From an optimization exercise on the open Yosys and OpenROAD flow, aimed at small area, a short achievable clock period and few clock cycles per item; shortcuts taken in it are not production practice.
The RTL was checked by simulation tests, not by an equivalence proof against the original design.

==> design/flow/design.v <==
package cue_pkg;
    localparam int FIELD_W = 32;
    localparam int IDX_W   = 6;
    localparam int CFG_W   = 6;
    localparam int CFG_IDX_W = 2;
    localparam int DATA_WIDTH_DEF    = 32;
    localparam int FRACTION_BITS_DEF = 24;
    localparam int TABLE_DEPTH_DEF   = 32;
    localparam logic [IDX_W-1:0] ITER_MAX  = 6'd32;
    localparam logic [IDX_W-1:0] ITER_RST  = 6'd24;
    localparam logic [IDX_W-1:0] HYP_REP_A = 6'd4;
    localparam logic [IDX_W-1:0] HYP_REP_B = 6'd13;
    localparam logic [1:0] COORD_CIRC = 2'd0;
    localparam logic [1:0] COORD_LIN  = 2'd1;
    localparam logic [1:0] COORD_HYP  = 2'd2;
    localparam logic MODE_ROT = 1'b0;
    localparam logic MODE_VEC = 1'b1;
    localparam logic [CFG_IDX_W-1:0] REG_COORD = 2'd0;
    localparam logic [CFG_IDX_W-1:0] REG_MODE  = 2'd1;
    localparam logic [CFG_IDX_W-1:0] REG_COUNT = 2'd2;
endpackage
import cue_pkg::*;
module cue_seq
(
    input  logic             clk,
    input  logic             rst_n,
    input  logic             start,
    input  logic [1:0]       coord,
    input  logic [IDX_W-1:0] count,
    input  logic             out_free,
    output logic             ctrl_ready,
    output logic             ctrl_load,
    output logic             ctrl_step,
    output logic             ctrl_finish,
    output logic [IDX_W-1:0] ctrl_idx
);
    typedef enum logic [1:0] {
        S_IDLE,
        S_RUN,
        S_HOLD
    } state_t;
    state_t           state_reg, state_next;
    logic [IDX_W-1:0] idx_reg, idx_next;
    logic [IDX_W-1:0] cnt_reg, cnt_next;
    logic [IDX_W-1:0] n_reg, n_next;
    logic             rep_reg, rep_next;
    logic             hyp_reg, hyp_next;
    logic [IDX_W-1:0] n_eff;
    logic             repeat_now;
    assign n_eff = (count > ITER_MAX) ? ITER_MAX : count;
    assign repeat_now = hyp_reg && !rep_reg && (idx_reg == HYP_REP_A || idx_reg == HYP_REP_B);
    always_comb
    begin
        state_next = state_reg;
        idx_next   = idx_reg;
        cnt_next   = cnt_reg;
        n_next     = n_reg;
        rep_next   = rep_reg;
        hyp_next   = hyp_reg;
        unique case (state_reg)
            S_IDLE:
            begin
                if (start)
                begin
                    idx_next   = (coord == COORD_CIRC) ? 6'd0 : 6'd1;
                    cnt_next   = '0;
                    rep_next   = 1'b0;
                    n_next     = n_eff;
                    hyp_next   = (coord != COORD_CIRC) && (coord != COORD_LIN);
                    state_next = (n_eff == 6'd0) ? S_HOLD : S_RUN;
                end
            end
            S_RUN:
            begin
                if (repeat_now)
                    rep_next = 1'b1;
                else
                begin
                    rep_next = 1'b0;
                    idx_next = IDX_W'(idx_reg + 6'd1);
                    cnt_next = IDX_W'(cnt_reg + 6'd1);
                    if (IDX_W'(cnt_reg + 6'd1) == n_reg)
                        state_next = S_HOLD;
                end
            end
            S_HOLD:
            begin
                if (out_free)
                    state_next = S_IDLE;
            end
            default:
            begin
                state_next = S_IDLE;
            end
        endcase
    end
    always_ff @(posedge clk or negedge rst_n)
    begin
        if (!rst_n)
        begin
            state_reg <= S_IDLE;
            idx_reg   <= '0;
            cnt_reg   <= '0;
            n_reg     <= '0;
            rep_reg   <= 1'b0;
            hyp_reg   <= 1'b0;
        end
        else
        begin
            state_reg <= state_next;
            idx_reg   <= idx_next;
            cnt_reg   <= cnt_next;
            n_reg     <= n_next;
            rep_reg   <= rep_next;
            hyp_reg   <= hyp_next;
        end
    end
    always_comb
    begin
        ctrl_ready  = (state_reg == S_IDLE);
        ctrl_load   = start && (state_reg == S_IDLE);
        ctrl_step   = (state_reg == S_RUN);
        ctrl_finish = (state_reg == S_HOLD) && out_free;
        ctrl_idx    = idx_reg;
    end
endmodule
import cue_pkg::*;
module cue_datapath
#(
    parameter int DATA_WIDTH    = DATA_WIDTH_DEF,
    parameter int FRACTION_BITS = FRACTION_BITS_DEF,
    parameter int TABLE_DEPTH   = TABLE_DEPTH_DEF
)
(
    input  logic                  clk,
    input  logic                  ctrl_load,
    input  logic                  ctrl_step,
    input  logic [IDX_W-1:0]      ctrl_idx,
    input  logic [1:0]            coord,
    input  logic                  mode,
    input  logic [DATA_WIDTH-1:0] x_in,
    input  logic [DATA_WIDTH-1:0] y_in,
    input  logic [DATA_WIDTH-1:0] z_in,
    output logic [DATA_WIDTH-1:0] x_out,
    output logic [DATA_WIDTH-1:0] y_out,
    output logic [DATA_WIDTH-1:0] z_out
);
    localparam int TAB_IW = $clog2(TABLE_DEPTH);
    logic [DATA_WIDTH-1:0] x_reg, x_next;
    logic [DATA_WIDTH-1:0] y_reg, y_next;
    logic [DATA_WIDTH-1:0] z_reg, z_next;
    logic [DATA_WIDTH-1:0] dx;
    logic [DATA_WIDTH-1:0] dy;
    logic [DATA_WIDTH-1:0] t;
    logic [TAB_IW-1:0]     tab_addr;
    logic                  up;
    logic                  x_sub;
    assign tab_addr = ctrl_idx[TAB_IW-1:0];
    always_comb
    begin
        t = '0;
        if (ctrl_idx < IDX_W'(TABLE_DEPTH))
        begin
            case ({(coord == COORD_CIRC) ? COORD_CIRC : (coord == COORD_LIN) ? COORD_LIN : COORD_HYP,
                   tab_addr})
                {2'd0, 5'd0}: t = 32'h2d000000;
                {2'd0, 5'd1}: t = 32'h1a90a732;
                {2'd0, 5'd2}: t = 32'h0e094740;
                {2'd0, 5'd3}: t = 32'h07200112;
                {2'd0, 5'd4}: t = 32'h03938aa6;
                {2'd0, 5'd5}: t = 32'h01ca3795;
                {2'd0, 5'd6}: t = 32'h00e52a1b;
                {2'd0, 5'd7}: t = 32'h007296d8;
                {2'd0, 5'd8}: t = 32'h00394ba5;
                {2'd0, 5'd9}: t = 32'h001ca5da;
                {2'd0, 5'd10}: t = 32'h000e52ee;
                {2'd0, 5'd11}: t = 32'h00072977;
                {2'd0, 5'd12}: t = 32'h000394bc;
                {2'd0, 5'd13}: t = 32'h0001ca5e;
                {2'd0, 5'd14}: t = 32'h0000e52f;
                {2'd0, 5'd15}: t = 32'h00007297;
                {2'd0, 5'd16}: t = 32'h0000394c;
                {2'd0, 5'd17}: t = 32'h00001ca6;
                {2'd0, 5'd18}: t = 32'h00000e53;
                {2'd0, 5'd19}: t = 32'h00000729;
                {2'd0, 5'd20}: t = 32'h00000395;
                {2'd0, 5'd21}: t = 32'h000001ca;
                {2'd0, 5'd22}: t = 32'h000000e5;
                {2'd0, 5'd23}: t = 32'h00000073;
                {2'd0, 5'd24}: t = 32'h00000039;
                {2'd0, 5'd25}: t = 32'h0000001d;
                {2'd0, 5'd26}: t = 32'h0000000e;
                {2'd0, 5'd27}: t = 32'h00000007;
                {2'd0, 5'd28}: t = 32'h00000004;
                {2'd0, 5'd29}: t = 32'h00000002;
                {2'd0, 5'd30}: t = 32'h00000001;
                {2'd1, 5'd0}: t = 32'h01000000;
                {2'd1, 5'd1}: t = 32'h00800000;
                {2'd1, 5'd2}: t = 32'h00400000;
                {2'd1, 5'd3}: t = 32'h00200000;
                {2'd1, 5'd4}: t = 32'h00100000;
                {2'd1, 5'd5}: t = 32'h00080000;
                {2'd1, 5'd6}: t = 32'h00040000;
                {2'd1, 5'd7}: t = 32'h00020000;
                {2'd1, 5'd8}: t = 32'h00010000;
                {2'd1, 5'd9}: t = 32'h00008000;
                {2'd1, 5'd10}: t = 32'h00004000;
                {2'd1, 5'd11}: t = 32'h00002000;
                {2'd1, 5'd12}: t = 32'h00001000;
                {2'd1, 5'd13}: t = 32'h00000800;
                {2'd1, 5'd14}: t = 32'h00000400;
                {2'd1, 5'd15}: t = 32'h00000200;
                {2'd1, 5'd16}: t = 32'h00000100;
                {2'd1, 5'd17}: t = 32'h00000080;
                {2'd1, 5'd18}: t = 32'h00000040;
                {2'd1, 5'd19}: t = 32'h00000020;
                {2'd1, 5'd20}: t = 32'h00000010;
                {2'd1, 5'd21}: t = 32'h00000008;
                {2'd1, 5'd22}: t = 32'h00000004;
                {2'd1, 5'd23}: t = 32'h00000002;
                {2'd1, 5'd24}: t = 32'h00000001;
                {2'd2, 5'd1}: t = 32'h008c9f54;
                {2'd2, 5'd2}: t = 32'h004162bc;
                {2'd2, 5'd3}: t = 32'h00202b12;
                {2'd2, 5'd4}: t = 32'h00100559;
                {2'd2, 5'd5}: t = 32'h000800ab;
                {2'd2, 5'd6}: t = 32'h00040015;
                {2'd2, 5'd7}: t = 32'h00020003;
                {2'd2, 5'd8}: t = 32'h00010000;
                {2'd2, 5'd9}: t = 32'h00008000;
                {2'd2, 5'd10}: t = 32'h00004000;
                {2'd2, 5'd11}: t = 32'h00002000;
                {2'd2, 5'd12}: t = 32'h00001000;
                {2'd2, 5'd13}: t = 32'h00000800;
                {2'd2, 5'd14}: t = 32'h00000400;
                {2'd2, 5'd15}: t = 32'h00000200;
                {2'd2, 5'd16}: t = 32'h00000100;
                {2'd2, 5'd17}: t = 32'h00000080;
                {2'd2, 5'd18}: t = 32'h00000040;
                {2'd2, 5'd19}: t = 32'h00000020;
                {2'd2, 5'd20}: t = 32'h00000010;
                {2'd2, 5'd21}: t = 32'h00000008;
                {2'd2, 5'd22}: t = 32'h00000004;
                {2'd2, 5'd23}: t = 32'h00000002;
                {2'd2, 5'd24}: t = 32'h00000001;
                {2'd2, 5'd25}: t = 32'h00000001;
                default: t = '0;
            endcase
        end
    end
    assign dx = DATA_WIDTH'($signed(y_reg) >>> ctrl_idx);
    assign dy = DATA_WIDTH'($signed(x_reg) >>> ctrl_idx);
    assign up    = (mode == MODE_VEC) ? (x_reg[DATA_WIDTH-1] != y_reg[DATA_WIDTH-1])
                                      : !z_reg[DATA_WIDTH-1];
    assign x_sub = ((coord == COORD_CIRC) == up);
    always_comb
    begin
        x_next = x_reg;
        y_next = y_reg;
        z_next = z_reg;
        if (ctrl_load)
        begin
            x_next = x_in;
            y_next = y_in;
            z_next = z_in;
        end
        else if (ctrl_step)
        begin
            if (coord != COORD_LIN)
                x_next = x_sub ? (x_reg - dx) : (x_reg + dx);
            y_next = up ? (y_reg + dy) : (y_reg - dy);
            z_next = up ? (z_reg - t) : (z_reg + t);
        end
    end
    always_ff @(posedge clk)
    begin
        x_reg <= x_next;
        y_reg <= y_next;
        z_reg <= z_next;
    end
    assign x_out = x_reg;
    assign y_out = y_reg;
    assign z_out = z_reg;
endmodule
import cue_pkg::*;
module unified_cordic_engine_top
#(
    parameter int DATA_WIDTH    = DATA_WIDTH_DEF,
    parameter int FRACTION_BITS = FRACTION_BITS_DEF,
    parameter int TABLE_DEPTH   = TABLE_DEPTH_DEF
)
(
    input  logic                 clk,
    input  logic                 rst_n,
    input  logic                 cfg_we,
    input  logic [CFG_IDX_W-1:0] cfg_index,
    input  logic [CFG_W-1:0]     cfg_data,
    input  logic                 in_valid,
    output logic                 in_ready,
    input  logic [FIELD_W-1:0]   in_x,
    input  logic [FIELD_W-1:0]   in_y,
    input  logic [FIELD_W-1:0]   in_z,
    output logic                 out_valid,
    input  logic                 out_ready,
    output logic [FIELD_W-1:0]   out_x,
    output logic [FIELD_W-1:0]   out_y,
    output logic [FIELD_W-1:0]   out_z
);
    logic [1:0]            coord_reg;
    logic                  mode_reg;
    logic [IDX_W-1:0]      count_reg;
    logic                  ctrl_ready;
    logic                  ctrl_load;
    logic                  ctrl_step;
    logic                  ctrl_finish;
    logic [IDX_W-1:0]      ctrl_idx;
    logic                  out_valid_reg;
    logic [FIELD_W-1:0]    x_res_reg;
    logic [FIELD_W-1:0]    y_res_reg;
    logic [FIELD_W-1:0]    z_res_reg;
    logic                  out_free;
    logic [DATA_WIDTH-1:0] x_in;
    logic [DATA_WIDTH-1:0] y_in;
    logic [DATA_WIDTH-1:0] z_in;
    logic [DATA_WIDTH-1:0] x_dp;
    logic [DATA_WIDTH-1:0] y_dp;
    logic [DATA_WIDTH-1:0] z_dp;
    always_ff @(posedge clk or negedge rst_n)
    begin
        if (!rst_n)
        begin
            coord_reg <= COORD_CIRC;
            mode_reg  <= MODE_ROT;
            count_reg <= ITER_RST;
        end
        else if (cfg_we)
        begin
            unique case (cfg_index)
                REG_COORD: coord_reg <= cfg_data[1:0];
                REG_MODE:  mode_reg  <= cfg_data[0];
                REG_COUNT: count_reg <= cfg_data;
                default:   ;
            endcase
        end
    end
    assign out_free = !out_valid_reg || out_ready;
    cue_seq u_seq (
        .clk      (clk),
        .rst_n    (rst_n),
        .start    (in_valid),
        .coord    (coord_reg),
        .count    (count_reg),
        .out_free (out_free),
        .ctrl_ready  (ctrl_ready),
        .ctrl_load   (ctrl_load),
        .ctrl_step   (ctrl_step),
        .ctrl_finish (ctrl_finish),
        .ctrl_idx    (ctrl_idx)
    );
    assign x_in = DATA_WIDTH'(in_x);
    assign y_in = DATA_WIDTH'(in_y);
    assign z_in = DATA_WIDTH'(in_z);
    cue_datapath #(
        .DATA_WIDTH    (DATA_WIDTH),
        .FRACTION_BITS (FRACTION_BITS),
        .TABLE_DEPTH   (TABLE_DEPTH)
    ) u_dp (
        .clk   (clk),
        .ctrl_load (ctrl_load),
        .ctrl_step (ctrl_step),
        .ctrl_idx  (ctrl_idx),
        .coord (coord_reg),
        .mode  (mode_reg),
        .x_in  (x_in),
        .y_in  (y_in),
        .z_in  (z_in),
        .x_out (x_dp),
        .y_out (y_dp),
        .z_out (z_dp)
    );
    always_ff @(posedge clk or negedge rst_n)
    begin
        if (!rst_n)
            out_valid_reg <= 1'b0;
        else if (ctrl_finish)
            out_valid_reg <= 1'b1;
        else if (out_ready)
            out_valid_reg <= 1'b0;
    end
    always_ff @(posedge clk)
    begin
        if (ctrl_finish)
        begin
            x_res_reg <= FIELD_W'(x_dp);
            y_res_reg <= FIELD_W'(y_dp);
            z_res_reg <= FIELD_W'(z_dp);
        end
    end
    assign in_ready  = ctrl_ready;
    assign out_valid = out_valid_reg;
    assign out_x     = x_res_reg;
    assign out_y     = y_res_reg;
    assign out_z     = z_res_reg;
endmodule
==> design/flow/run.sh <==
#!/bin/bash
# synth_recipe.tcl (not shown) runs the flow's synth.tcl, then flattens the netlist and writes it again
# the make line also repeats each setting of config.mk as NAME=value (left out here)
make -C /OpenROAD-flow-scripts/flow DESIGN_CONFIG=/design/flow/config.mk WORK_HOME=/design/flow/orfs CLKGATE_MAP_FILE= SYNTH_SCRIPT=/design/flow/synth_recipe.tcl finish
==> design/flow/config.mk <==
export PLATFORM = sky130hd
export DESIGN_NAME = unified_cordic_engine_top
export DESIGN_NICKNAME = unified_cordic_engine_top
export VERILOG_FILES = /design/flow/design.v
export SDC_FILE = /design/flow/constraint.sdc
export NUM_CORES = 4
export LEC_CHECK = 0
export CAP_MARGIN = 20
export CORE_MARGIN = 2
export CORE_UTILIZATION = 40
export SLEW_MARGIN = 20
==> design/flow/constraint.sdc <==
create_clock -name core_clock -period 10.0 [get_ports {clk}]
set_input_delay 2.0000 -clock core_clock [delete_from_list [all_inputs] [get_ports {clk}]]
set_output_delay 2.0000 -clock core_clock [all_outputs]
set_load 0.01 [all_outputs]
==> results.json <==
{
  "root_buffer": "clkbuf_16",
  "async_flop_share_pct": 14.29,
  "cts_tree": "done",
  "ys_ff_latch": 224,
  "dr.pass1.iters": 8,
  "wl_per_cell_um": 25.50,
  "finalInstanceArea_sq_um": 25060,
  "arrival_ps": 8180,
  "final_common_cell": "nand2_1",
  "hold_viol_final": 0,
  "cts_post_setup_buffers_inserted": 0,
  "drive_gt1_share_pct": 9.964,
  "setup_viol": 0,
  "slew_headroom_pct": 27.27,
  "path_class": "reg2reg",
  "grt_usage_pct": 28.52,
  "cts_max_level": 1,
  "die_h_um": 236.4,
  "grt_max_degree": 65,
  "final_core_util_pct": 46.75,
  "syn_nets": 2583,
  "rsz0062_at_grt": "no",
  "maxSlewViolCount": 0,
  "synth_warnings": 3,
  "clk_latency_ps": 560,
  "start_kind": "flip-flop",
  "post-route-min-period_ps": 7890,
  "num_io_pins": 207,
  "post-route-period-util_pct": 78.90,
  "dp.cells": 3156,
  "antenna_found_initial": 0,
  "fin_ws_ps": 2110,
  "grt_pass1_vias": 20017,
  "pre_cts_ws_ps": 2256,
  "cp_max_fo": 64,
  "clkSinkCount": 224,
  "drc": 0,
  "tightest_slew_ps": 1089,
  "cts_hold_buf": 0,
  "vias": 20305,
  "routed_wl_um": 81750,
  "area_growth_pct": 16.04,
  "holdWs_ps": 461.4,
  "status": "no timing/DRC/antenna violations",
  "cts-resized-gates": 0,
  "crit_path_end_kind": "flip-flop",
  "viasPerCell": 6.333,
  "ys_types": 96,
  "die_x_um": 236.4,
  "io_buffers": 206,
  "maxCapViolCount": 0,
  "finalSetupTns_ps": 0,
  "place.gp.congestion": 0.9933,
  "layout.nets": 2708,
  "avgSynthCellArea_sq_um": 9.135,
  "drt_iter0_markers": 1758,
  "overflow": 0,
  "dp_hpwl_um": 60550,
  "max_freq_mhz": 126.7,
  "dpl-instance-area_sq_um": 24210,
  "layout_common_cells": "nand2_1 (230), nor2_1 (218), clkdlybuf4s50_1 (206)",
  "synth_edf_count": 192,
  "initial_core_util_pct": 40.29,
  "final-instance-count-excl-fill": 3206,
  "die_area_sq_um": 55860,
  "skew_ps": 12.05,
  "required_ps": 10290,
  "yosysSeqAreaShare_pct": 30.42,
  "netlist_instances": 2364,
  "syn_area_sq_um": 21600,
  "final_antenna_net_count": 0,
  "hold_class": "reg2reg",
  "synth-main-ff-cell": "edfxtp_1",
  "grt_pass1_wl_um": 123900,
  "fp-row-count": 85,
  "clkTransAtPathRegs_ps": 60,
  "cts_buffer_depth": 3,
  "core_sq_um": 53600,
  "numCtsBuffers": 26
}
## routing by layer
| layer | part of all wire, % | wire length [um] | vias to the layer above | global-route usage (%) |
|---|---|---|---|---|
| li1 | - | - | 9209 | - |
| met1 | 42 | 34390 | 9992 | 37.05 |
| met2 | 46 | 37820 | 883 | 46.76 |
| met3 | 6.4 | 5219 | 221 | 3.850 |
| met4 | 5.3 | 4319 | 0 | 14.08 |
| met5 | 0 | 0 | - | 0 |
## worst paths after layout
| path | start | end | slack, ps | cells after the start |
|---|---|---|---|---|
| setup / recovery | u_seq.idx_reg[0] | u_dp.x_reg[31] | 2110 | 24 |
| hold / removal | u_dp.z_reg[0] | z_res_reg[0] | 460 | 0 |
| setup reg to reg | u_seq.idx_reg[0] | u_dp.x_reg[31] | 2110 | 24 |
| hold reg to reg | u_dp.z_reg[0] | z_res_reg[0] | 460 | 0 |
| max in group asynchronous | rst_n | u_seq.idx_reg[1] | 7820 | 2 |
| min in group asynchronous | rst_n | count_reg[5] | 1830 | 2 |
## area by class of cell
cell class,instances,area (sq um)
well taps,696,870.8
multi-input cells,1943,14220
clock buffers,40,755.7
flip-flops and latches,224,6583
fillers,5199,28540
clock inverters,8,65.06
diodes,1,2.502
inverters,47,176.4
repair buffers,247,2390
## Yosys cell counts (16+ instances only)
cell type / n / area, sq um
ha_1: 107 / 1339
a21o_1: 55 / 412.9
a211oi_1: 22 / 165.2
buf_1: 16 / 60.06
inv_1: 44 / 165.2
xor2_1: 91 / 797.0
nand2_1: 231 / 867.1
nand3_1: 33 / 165.2
clkbuf_1: 92 / 345.3
a31oi_1: 28 / 175.2
o21ai_0: 158 / 790.8
mux4_2: 72 / 1622
a22oi_1: 18 / 135.1
buf_2: 28 / 140.1
nor2_1: 220 / 825.8
a21oi_1: 180 / 900.9
nor2b_1: 33 / 206.5
xnor2_1: 86 / 753.2
edfxtp_1: 192 / 5766
o31ai_1: 19 / 142.6
o211ai_1: 17 / 127.6
and2_1: 25 / 156.4
nand4_1: 20 / 125.1
o21a_1: 22 / 165.2
dfrtp_1: 30 / 750.7
mux2i_1: 85 / 850.8
nand2b_1: 41 / 256.5
nor3_1: 45 / 225.2
mux2_2: 44 / 495.5
## critical path, stage by stage, from the launching register on
cell	delay, ps
dfrtp_4	1050
buf_4	500
mux4_2	630
a32o_1	290
o31ai_1	580
nand2_1	130
inv_1	110
ha_1	200
inv_1	70
nor4b_2	520
inv_1	110
nor3_1	420
a21oi_1	160
xor2_1	200
ha_1	380
a21o_1	180
a21oi_1	150
o21ai_0	140
a2111oi_0	400
a31oi_1	270
a211oi_1	380
nor2_1	100
a311oi_1	320
xnor2_1	150
a21oi_1	80
## cell families (layout without fill, tap and decap cells)
logic type	after synthesis	in the layout	synth area share, %
adder cells (fa/ha/maj)	110	110	6.477
buffers and inverters	197	342	3.969
XOR/XNOR	177	177	7.178
other	0	1	0
multiplexers	202	202	13.81
AO/OA/AOI/OAI	699	699	21.29
AND/OR/NAND/NOR	755	755	16.85
flip-flops	224	224	30.42
Testbench counts, summed over its fixed seeds: cycles 111,504, items 3,840.

## afterwards: timing with drivers on the ports
The flow's constraints put no driver on any port. The routed layout listed below was extracted and timed again, unchanged, in two steps. Step 1, drivers: a clkbuf_16 drives clk and a buf_2 each remaining input, both assumed. Step 2, shift: input delay + t, output delay - t, t = (earliest + latest rising clock arrival at the registers) / 2. This alone moves slack from input paths to output paths. Three values: no drivers, after step 1, after step 2; two values: the first two.
shift t [ns]: 0.615
setup WS [ns]: 2.110 / 2.110 / 2.110
latest minus earliest clock arrival (ns): 0.012 / 0.013
worst data-port slew with drivers (ns): 0.05
pins driven straight from the clock port: 1
After both steps setup and hold are still met in this run. For this run, drivers alone change the setup slack by 0.000 ns; drivers and shift together by 0.000 ns.
